From an optimization exercise on the open Yosys and OpenROAD flow, aimed at small area; shortcuts taken in it are not production practice.
Only simulation tests tie the RTL to the original design; equivalence was not proved.
No activity file was given, so power comes from the tool's default toggle rates.

==> design/flow/design.v <==
package pwl_pkg;
  localparam int A_W   = 24;  
  localparam int B_W   = 16;  
  localparam int LEN_W = 16;  
  localparam int U_W   = 32;  
  localparam int Y_W   = 16;  
  localparam int T_W   = 32;  
endpackage
`timescale 1ns/100ps
module pwl_sqrt_top (
  input  logic                            clk,
  input  logic                            rst_n,
  input  logic                            in_valid,
  input  logic [pwl_pkg::A_W-1:0]         in_a,
  input  logic signed [pwl_pkg::B_W-1:0]  in_b,
  input  logic [pwl_pkg::LEN_W-1:0]       in_len,
  output logic                            in_credit,
  output logic                            out_valid,
  output logic [pwl_pkg::T_W-1:0]         out_t,
  output logic [pwl_pkg::LEN_W-1:0]       out_len,
  output logic [pwl_pkg::Y_W-1:0]         out_y0,
  output logic [pwl_pkg::Y_W-1:0]         out_y1,
  input  logic                            out_credit
);
  localparam logic [2:0] S_IDLE = 3'd0;
  localparam logic [2:0] S_SQ   = 3'd1;
  localparam logic [2:0] S_REC  = 3'd2;
  localparam logic [2:0] S_EMIT = 3'd3;
  localparam logic [2:0] S_TADD = 3'd4;
  localparam logic [2:0] S_SCAN = 3'd5;
  localparam logic [2:0] S_LEFT = 3'd6;
  localparam logic [2:0] S_MULT = 3'd7;
  logic [55:0] c2, c1, c0;
  logic        v2, v1, v0;
  logic [2:0]  st;
  logic        mw, m0, m1;
  assign mw = v0 && (st == S_IDLE);
  assign m0 = v1 && (!v0 || mw);
  assign m1 = v2 && (!v1 || m0);
  always_ff @(posedge clk) begin
    if (!rst_n) begin
      v2 <= 1'b0;
      v1 <= 1'b0;
      v0 <= 1'b0;
    end else begin
      v2 <= in_valid || (v2 && !m1);
      v1 <= m1 || (v1 && !m0);
      v0 <= m0 || (v0 && !mw);
    end
  end
  always_ff @(posedge clk) begin
    if (in_valid) c2 <= {in_a, in_b, in_len};
    if (m1)       c1 <= c2;
    if (m0)       c0 <= c1;
  end
  logic [4:0]  ph;
  logic [3:0]  cnt;
  logic [31:0] u;
  logic [15:0] b;
  logic [15:0] lf;
  logic [15:0] y0;
  logic [15:0] q;
  logic [31:0] t;
  logic [3:0]  k;
  logic        first, neg, last, s, cy, p0, p1, qd, tz;
  logic [1:0]  cred;
  logic pe, rec0, tact, done;
  assign pe    = (ph == 5'd31);
  assign rec0  = (st == S_REC) && (cnt == 4'd0);   
  assign out_valid = (st == S_EMIT) && (ph == 5'd0) && (cred != 2'd0);
  assign tact  = out_valid || (st == S_TADD);
  assign done  = last || (lf == 16'd0);
  assign in_credit = (st == S_TADD) && pe && done;
  logic u_eff;
  assign u_eff = u[0] && !neg && !(first && (st == S_SQ) && (cnt == 4'd0) && ph[4] && ph[3]);
  logic [3:0] j;
  logic ge, win, aft, atj, pjx, bs, add_m, add_r, bd;
  assign j     = cnt;
  assign ge    = (ph[3:0] >= j);
  assign win   = ph[4] ^ ge;
  assign aft   = ph[4] && ge;
  assign atj   = (ph == {1'b0, j});
  assign pjx   = last ? (atj ? lf[0] : p1) : (j == k);
  assign bs    = win ? b[0] : (aft ? p0 : 1'b0);
  assign add_m = bs && pjx;
  assign add_r = win && (atj || (ph[4] ? q[0] : q_in)) && p1;
  logic aft_sh, eq_sh, at_sh, q_cut, sq_b, sq_t;
  assign aft_sh = (ph[4:1] >= ~cnt);
  assign eq_sh  = (ph[4:1] == ~cnt);
  assign at_sh  = eq_sh && !ph[0];
  assign q_cut  = ph[4] && cnt[3] && (ph[3:1] > ~cnt[2:0]);
  assign sq_t   = eq_sh ? (ph[0] || s) :
                  ((q[{cnt[2:0], 1'b0}] && !q_cut) ^ !s);
  assign sq_b   = aft_sh && sq_t;
  logic pl;
  assign pl = last ? (!ph[4] && lf[0]) : (ph == {1'b0, k});
  logic x_a, x_b, x_ci, x_s, x_co;
  always_comb begin
    case (st)
      S_MULT:  begin x_a = u_eff; x_b = add_m;              x_ci = (ph == 5'd0) ? 1'b0 : cy; end
      S_REC:   begin x_a = u_eff; x_b = add_r;              x_ci = (ph == 5'd0) ? 1'b0 : cy; end
      S_LEFT:  begin x_a = lf[0]; x_b = !(ph == {1'b0, k}); x_ci = (ph == 5'd0) ? 1'b1 : cy; end
      S_SQ:    begin x_a = u_eff; x_b = sq_b;               x_ci = at_sh ? !s : ((ph == 5'd0) ? 1'b0 : cy); end
      default: begin x_a = t[0];  x_b = pl;                 x_ci = (ph == 5'd0) ? 1'b0 : cy; end
    endcase
    x_s  = x_a ^ x_b ^ x_ci;
    x_co = (x_a & x_b) | (x_a & x_ci) | (x_b & x_ci);
  end
  logic u_in, lf_in, q_in, y0_in, t_in, t_en, q_upd;
  assign u_in  = ((st == S_MULT) || (st == S_REC) || (st == S_SQ)) ? x_s : u_eff;
  assign lf_in = ((st == S_LEFT) && !ph[4]) ? x_s :
                 ((st == S_MULT) && last)   ? (lf[0] && (ph[3:0] < k)) : lf[0];
  assign q_upd = ((st == S_SQ) || rec0) && !ph[4];
  assign q_in  = q_upd ? (((st == S_SQ) && (cnt == 4'd0)) ? 1'b0 : ((ph == 5'd0) ? !s : qd)) :
                 ((st == S_REC) && ph[4]) ? ((rec0 && (ph[3:0] == 4'd0)) ? q[15] : qd) : q[0];
  assign y0_in = (rec0 && first && !ph[4]) ? q_in :
                 (tact && !ph[4]) ? q[0] : y0[0];
  assign t_en  = tact || (tz && (st != S_IDLE));
  assign t_in  = tz ? 1'b0 : x_s;
  always_ff @(posedge clk) begin
    ph  <= mw ? 5'd0 : ph + 5'd1;
    cy  <= x_co;
    qd  <= q[0];
    y0  <= {y0_in, y0[15:1]};
    q   <= {q_in, q[15:1]};
    bd  <= b[0];
    b   <= {((st == S_MULT) && ph[4]) ? bd : b[0], b[15:1]};
    if (t_en) t <= {t_in, t[31:1]};
    if (mw) begin
      u  <= {u_in, u[31:25], c0[55:32]};
      b  <= c0[31:16];
      lf <= c0[15:0];
    end else begin
      u  <= {u_in, u[31:1]};
      lf <= {lf_in, lf[15:1]};
    end
  end
  logic [3:0] kf;
  always_comb begin
    if (ph[4:1] <= 4'd2)       kf = 4'd0;
    else if (ph[4:1] >= 4'd12) kf = 4'd10;
    else                       kf = ph[4:1] - 4'd2;
  end
  always_ff @(posedge clk) begin
    if ((st == S_SCAN) && (u[0] || (ph == 5'd0))) k <= kf;
    if ((st == S_LEFT) && (ph == 5'd15)) last <= !x_co;
    if ((st == S_MULT) && win) p0 <= b[0];
    if ((st == S_MULT) && atj) p1 <= lf[0];
    if ((st == S_REC) && (ph == {1'b0, cnt[2:0], 1'b1})) p0 <= q_in;
    if ((st == S_SQ) && pe && (cnt == 4'd15)) p1 <= 1'b1;
    else if ((st == S_REC) && pe)  p1 <= p0;
    if (mw || ((st == S_MULT) && pe)) s <= 1'b0;
    else if ((st == S_SQ) && pe) s <= !x_co;
    if (mw) neg <= 1'b0;
    else if ((st == S_MULT) && pe) neg <= add_m && !x_co;
    else if ((st == S_SQ) && (cnt == 4'd0) && pe) neg <= 1'b0;
  end
  always_ff @(posedge clk) begin
    if (!rst_n) begin
      st        <= S_IDLE;
      cred      <= 2'd2;
      tz        <= 1'b1;
    end else begin
      cred      <= cred + {1'b0, out_credit} - {1'b0, out_valid};
      if (tz && (st != S_IDLE) && pe) tz <= 1'b0;
      case (st)
        S_IDLE: if (mw) begin
          st    <= S_SQ;
          cnt   <= 5'd0;
          first <= 1'b1;
        end
        S_SQ: if (pe) begin
          if (cnt == 4'd15) st <= S_REC;
          cnt <= cnt + 4'd1;
        end
        S_REC: if (pe) begin
          if (cnt == 4'd15) begin
            st    <= first ? S_SCAN : S_EMIT;
            first <= 1'b0;
          end
          cnt <= cnt + 4'd1;
        end
        S_EMIT: if (out_valid) st <= S_TADD;
        S_TADD: if (pe) st <= done ? S_IDLE : S_SCAN;
        S_SCAN: if (pe) st <= S_LEFT;
        S_LEFT: if (pe) begin
          st  <= S_MULT;
          cnt <= 4'd0;
        end
        S_MULT: if (pe) begin
          if (cnt == 4'd15) begin
            st  <= S_SQ;
            cnt <= 4'd0;
          end else begin
            cnt <= cnt + 4'd1;
          end
        end
        default: st <= S_IDLE;
      endcase
    end
  end
  assign out_t   = t;
  assign out_y0  = y0;
  assign out_y1  = q;
  assign out_len = last ? {6'd0, lf[9:0]} : (16'd1 << k);
endmodule
==> design/flow/flow/run.sh <==
#!/bin/bash
# Standard ORFS layout with two changes: the smallest buffer on the ports, and a
# clock tree of small buffers in small clusters, without dummy loads.
set -euo pipefail
export BUFFER_PORTS_ARGS="-buffer_cell sky130_fd_sc_hd__buf_1"
export CTS_ARGS="-sink_clustering_enable -repair_clock_nets -dont_use_dummy_load -buf_list sky130_fd_sc_hd__clkbuf_4 -sink_clustering_size 10 -sink_clustering_max_diameter 60"
bash standard.sh finish > orfs_make.log 2>&1
==> design/flow/standard.sh <==
#!/bin/bash
# synth_recipe.tcl (not shown) runs the flow's synth.tcl, then flattens the netlist and writes it again
# the make line also repeats each setting of config.mk as NAME=value (left out here)
make -C /OpenROAD-flow-scripts/flow DESIGN_CONFIG=/design/flow/config.mk WORK_HOME=/design/flow/orfs CLKGATE_MAP_FILE= SYNTH_SCRIPT=/design/flow/synth_recipe.tcl "${@:-finish}"
==> design/flow/config.mk <==
export PLATFORM = sky130hd
export DESIGN_NAME = pwl_sqrt_top
export DESIGN_NICKNAME = pwl_sqrt_top
export VERILOG_FILES = /design/flow/design.v
export SDC_FILE = /design/flow/constraint.sdc
export NUM_CORES = 4
export LEC_CHECK = 0
export CAP_MARGIN = 20
export CORE_MARGIN = 2
export CORE_UTILIZATION = 40
export SLEW_MARGIN = 20
==> design/flow/constraint.sdc <==
create_clock -name core_clock -period 15.0 [get_ports {clk}]
set_input_delay 3.0000 -clock core_clock [delete_from_list [all_inputs] [get_ports {clk}]]
set_output_delay 3.0000 -clock core_clock [all_outputs]
set_load 0.01 [all_outputs]
==> implementation parameters <==
Parameter                              Value

Outcome
  Outcome ... finished clean

STA
  Final hold viol count ... 0
  Setup tns final ... 0 ns
  Slew HR ... 46.4%
  Transition time of the tightest slew-check pin ... 0.804 ns
  Count of final setup violators ... 0
  Final worst clock skew ... around 0.063 ns
  Final max-slew violation count ... 0
  Highest achievable clock rate ... 183 MHz
  Post-route clock period utilization ... 36.4%
  Tmin final ... 5.46 ns
  Setup repair after global routing missed its margin ... no

Final layout
  Total area of sequential cells ... 8660 um^2
  Filler cell count in the final layout ... roughly 2.6k
  NumNets Final ... roughly 1.1k
  Area used by multi-input combinational logic ... 2470 um^2
  Final design utilization ... a little under half
  Fraction of layout instances using a drive strength above 1 ... 6.24%
  Syn-to-layout area delta ... 11.1%

Floorplanning
  Floorplan die area ... 29700 um^2
  Initial cell density of the core ... about 40%
  Die Span X ... 172 um
  Vert. Die Dim ... 172 um
  Number of top-level pins ... 142
  Area of the core region ... roughly 28000 um^2
  Cell row count ... 61

Clock network
  Post-cts repair resize count ... 0
  Worst skew pair latency ... 0.65 ns
  H-Tree Depth ... 2
  Number of clock sinks seen by CTS ... ~330
  CTS tree ... done
  Quantity of hold-fixing buffers added after cts ... 0
  TritonCTS buffer count ... 39
  Number of buffers inserted to repair setup after CTS ... 0
  Clock-pin slew on the worst setup and hold paths ... around 0.1 ns
  Cell chosen for the clock root ... sky130_fd_sc_hd__clkbuf_4
  Max clock buf depth ... 3

Global routing
  Final global-route overflow total ... 0
  Global Route Usage Sum ... 13.6%
  Vias in the first global route ... ~6.1k
  Initial antenna violation count ... 1
  Wire length of the first global-routing pass ... 31500 um
  Pin count of the biggest net entering global routing ... 63

Worst setup path
  Worst Setup Start Kind ... flop
  Crit-path max FO ... 8
  Arrival time of the worst setup path ... 2.46 ns
  Number of cell instances on the worst register-to-register path ... 17
  Type of destination of the critical path ... output port
  Required time of the critical path ... between 10 and 15 ns
  Worst setup path class ... flop to output port

Synth
  Post-Synthesis Cell Area ... approximately 11000 um^2
  Number of unique standard cell types used by synthesis ... 54
  Number of synthesized flops with an enable pin ... 211
  Synth Area in Compound Gates ... 4.96%
  Post-synthesis share of cell area spent on and, or, nand and nor gates ... ~11%
  Fraction of synthesized area in multiplexers ... 1.22%
  Yosys warnings ... 1
  Synthesized instance count ... 819
  Post-Synth XOR/XNOR Area ... less than 1%
  Async set-or-reset flop fraction in the synthesized netlist ... 0%
  Synthesized netlist net count ... 909
  Average instance area after synthesis ... 13.8 um^2
  Most instantiated flip-flop cell in the synthesis netlist ... sky130_fd_sc_hd__edfxtp_1
  Flip-flop and latch count after synthesis ... 327
  Seq/Total Area, Yosys ... 76.5%
  Main combinational cell family by area after synthesis ... simple AND/OR/NAND/NOR gates
  Fraction of the mapped netlist area in adder cells ... 3.38%

Placement
  Number of I/O port buffers ... 141
  Final RePlAce weighted congestion ... 0.826
  DPL Wire Length ... 13200 um

Hold path
  Number of stages on the worst hold path ... 0
  Worst Hold Class ... flop to flop

Drt
  Drt first-iter violations ... 363
  Wire length after detailed routing ... approximately 20000 um
  Routed WL per cell ... 14.7 um
  Pre-antenna DRT Iters ... 4
  DRT antenna net count ... 0
  DRC viols ... 0
  Average vias per placed instance ... 4.66
  Via count ... 6316

Job
  Max-cap violations ... 0

Power
  Static leakage power ... 4.66 nW
  Max IR drop VDD ... 0.0737 mV
  Areal power density over the cells ... 175 nW/um^2
## path summary, 6_finish.rpt
path	slack, ns	startpoint	to
worst max-delay path	9.54	ph[3]	out_valid
worst max register to register	10.67	cnt[0]	lf[15]
worst min register to register	0.31	u[30]	u[29]
worst min-delay path	0.31	u[30]	u[29]
## kinds of logic (layout without fill, tap and decap cells)
| logic type | after synthesis | in the layout |
|---|---|---|
| flip-flops | 327 | 327 |
| AND/OR/NAND/NOR | 299 | 299 |
| AO/OA/AOI/OAI | 87 | 87 |
| buffers and inverters | 55 | 213 |
| adder cells (fa/ha/maj) | 30 | 30 |
| multiplexers | 11 | 11 |
| XOR/XNOR | 10 | 10 |
| other | 0 | 1 |
## cells in the final DEF (no fill, tap or decap), types with 3 or more instances in the layout
cell type                  synthesis  routed
sky130_fd_sc_hd__o31ai_1           5       5
sky130_fd_sc_hd__o21ai_0          22      21
sky130_fd_sc_hd__clkbuf_4          0      39
sky130_fd_sc_hd__nor2_1           31      31
sky130_fd_sc_hd__buf_4             0       7
sky130_fd_sc_hd__nand2_1         204     203
sky130_fd_sc_hd__and3_1            4       4
sky130_fd_sc_hd__xor2_1            5       5
sky130_fd_sc_hd__edfxtp_1        211     211
sky130_fd_sc_hd__nor4_1            8       8
sky130_fd_sc_hd__ha_1             29      29
sky130_fd_sc_hd__buf_1             2     140
sky130_fd_sc_hd__inv_1            26      26
sky130_fd_sc_hd__a21oi_1          28      28
sky130_fd_sc_hd__nor3_1            9       9
sky130_fd_sc_hd__a32oi_1           3       3
sky130_fd_sc_hd__a211oi_1          3       3
sky130_fd_sc_hd__dfxtp_1         116     116
sky130_fd_sc_hd__xnor2_1           5       5
sky130_fd_sc_hd__nand3_1          11      11
sky130_fd_sc_hd__and2_1            5       4
sky130_fd_sc_hd__nor2b_1           8       7
sky130_fd_sc_hd__nand2b_1          9       9
sky130_fd_sc_hd__mux2i_1           7       7
sky130_fd_sc_hd__o41ai_1           5       5
sky130_fd_sc_hd__o21a_1            3       3
## power breakdown
part           internal (W)  total (W)  switching, W
clock              0.000120   0.000374      0.000254
sequential          0.00120    0.00132      0.000119
combinational      0.000188   0.000504      0.000316
## routing by layer
| layer | up-vias | global-route usage (%) | share of wire, % |
|---|---|---|---|
| met5 | - | 0 | 0 |
| met3 | 37 | 3.00 | 5.0 |
| met2 | 152 | 22.2 | 47 |
| li1 | 3190 | - | - |
| met1 | 2937 | 18.4 | 46 |
| met4 | 0 | 4.17 | 2.1 |
## flip-flops by register name (all words and copies together), names as in the netlist, 16 cells and up
signal	flops
c0	56
c1	56
b	16
q	16
t	32
c2	56
y0	16
lf	16
u	32
## worst max-delay path, stage by stage, from the launching register on
cell                      delay (ns)
sky130_fd_sc_hd__dfxtp_1        0.41
sky130_fd_sc_hd__inv_1          0.23
sky130_fd_sc_hd__ha_1           0.22
sky130_fd_sc_hd__nand2_1        0.16
sky130_fd_sc_hd__nor4b_1        0.66
sky130_fd_sc_hd__buf_1          0.21
## metrics by stage
stage	setup slack (ns)	total power [W]	area, um^2	hold WS (ns)	std cells
2_1_floorplan	9.42	0.00166	11300	0.310	819
3_3_place_gp	10.11	0.00184	12300	0.316	1316
3_5_place_dp	10.09	0.00185	12300	0.314	1316
4_1_cts	9.43	0.00224	12600	0.308	1355
5_1_grt	9.29	0.00236	12600	0.332	1356
6_report	9.54	0.00220	12600	0.309	1356
## cell type report
cell class	instances	share of cell area, %
well taps	378	3.76
clock buffers	39	2.33
flip-flops and latches	327	68.8
multi-input cells	437	19.6
diodes	1	0.0199
repair buffers	148	4.64
inverters	26	0.776
## synthesized netlist by cell type (2+ instances only)
library cell,instances,area share (%)
sky130_fd_sc_hd__a21oi_1,28,1.2
sky130_fd_sc_hd__o21ai_0,22,0.97
sky130_fd_sc_hd__a31oi_1,2,0.11
sky130_fd_sc_hd__and2_1,5,0.28
sky130_fd_sc_hd__mux2i_1,7,0.62
sky130_fd_sc_hd__nor3_1,9,0.40
sky130_fd_sc_hd__ha_1,29,3.2
sky130_fd_sc_hd__a211oi_1,3,0.20
sky130_fd_sc_hd__dfxtp_1,116,21
sky130_fd_sc_hd__xnor2_1,5,0.39
sky130_fd_sc_hd__mux4_2,2,0.40
sky130_fd_sc_hd__buf_2,5,0.22
sky130_fd_sc_hd__edfxtp_1,211,56
sky130_fd_sc_hd__a2111oi_0,2,0.15
sky130_fd_sc_hd__xor2_1,5,0.39
sky130_fd_sc_hd__nor2_1,31,1.0
sky130_fd_sc_hd__nor4_1,8,0.44
sky130_fd_sc_hd__inv_1,26,0.86
sky130_fd_sc_hd__buf_1,2,0.066
sky130_fd_sc_hd__nand4_1,2,0.11
sky130_fd_sc_hd__clkbuf_1,21,0.70
sky130_fd_sc_hd__o41ai_1,5,0.39
sky130_fd_sc_hd__nor2b_1,8,0.44
sky130_fd_sc_hd__nand3_1,11,0.49
sky130_fd_sc_hd__a32oi_1,3,0.23
sky130_fd_sc_hd__and3_1,4,0.22
sky130_fd_sc_hd__nand2_1,204,6.8
sky130_fd_sc_hd__mux2_2,2,0.20
sky130_fd_sc_hd__o211a_1,2,0.18
sky130_fd_sc_hd__o21a_1,3,0.20
sky130_fd_sc_hd__o31ai_1,5,0.33
sky130_fd_sc_hd__nand2b_1,9,0.50

## separate check: timing with driven ports
No port has a modelled driver above. Below, the same layout with a new extraction and two added sets of constraints. Step 1 sets driving cells, clkbuf_16 on the clock port and buf_2 on the other inputs (assumed; they add their load-dependent delay and slew). Step 2, shift: input delay + t, output delay - t, t = (earliest + latest rising clock arrival at the registers) / 2. This alone moves slack from input paths to output paths. a / b / c = ideal / step 1 / step 2; a / b = the first two.
t, ns: 0.647
slack for setup (ns): 9.544 / 9.502 / 10.150
worst hold slack (ns): 0.309 / 0.309 / 0.309
After both steps this run still meets setup and hold. For this run, drivers alone change the setup slack by -0.042 ns; drivers and shift together by +0.606 ns.
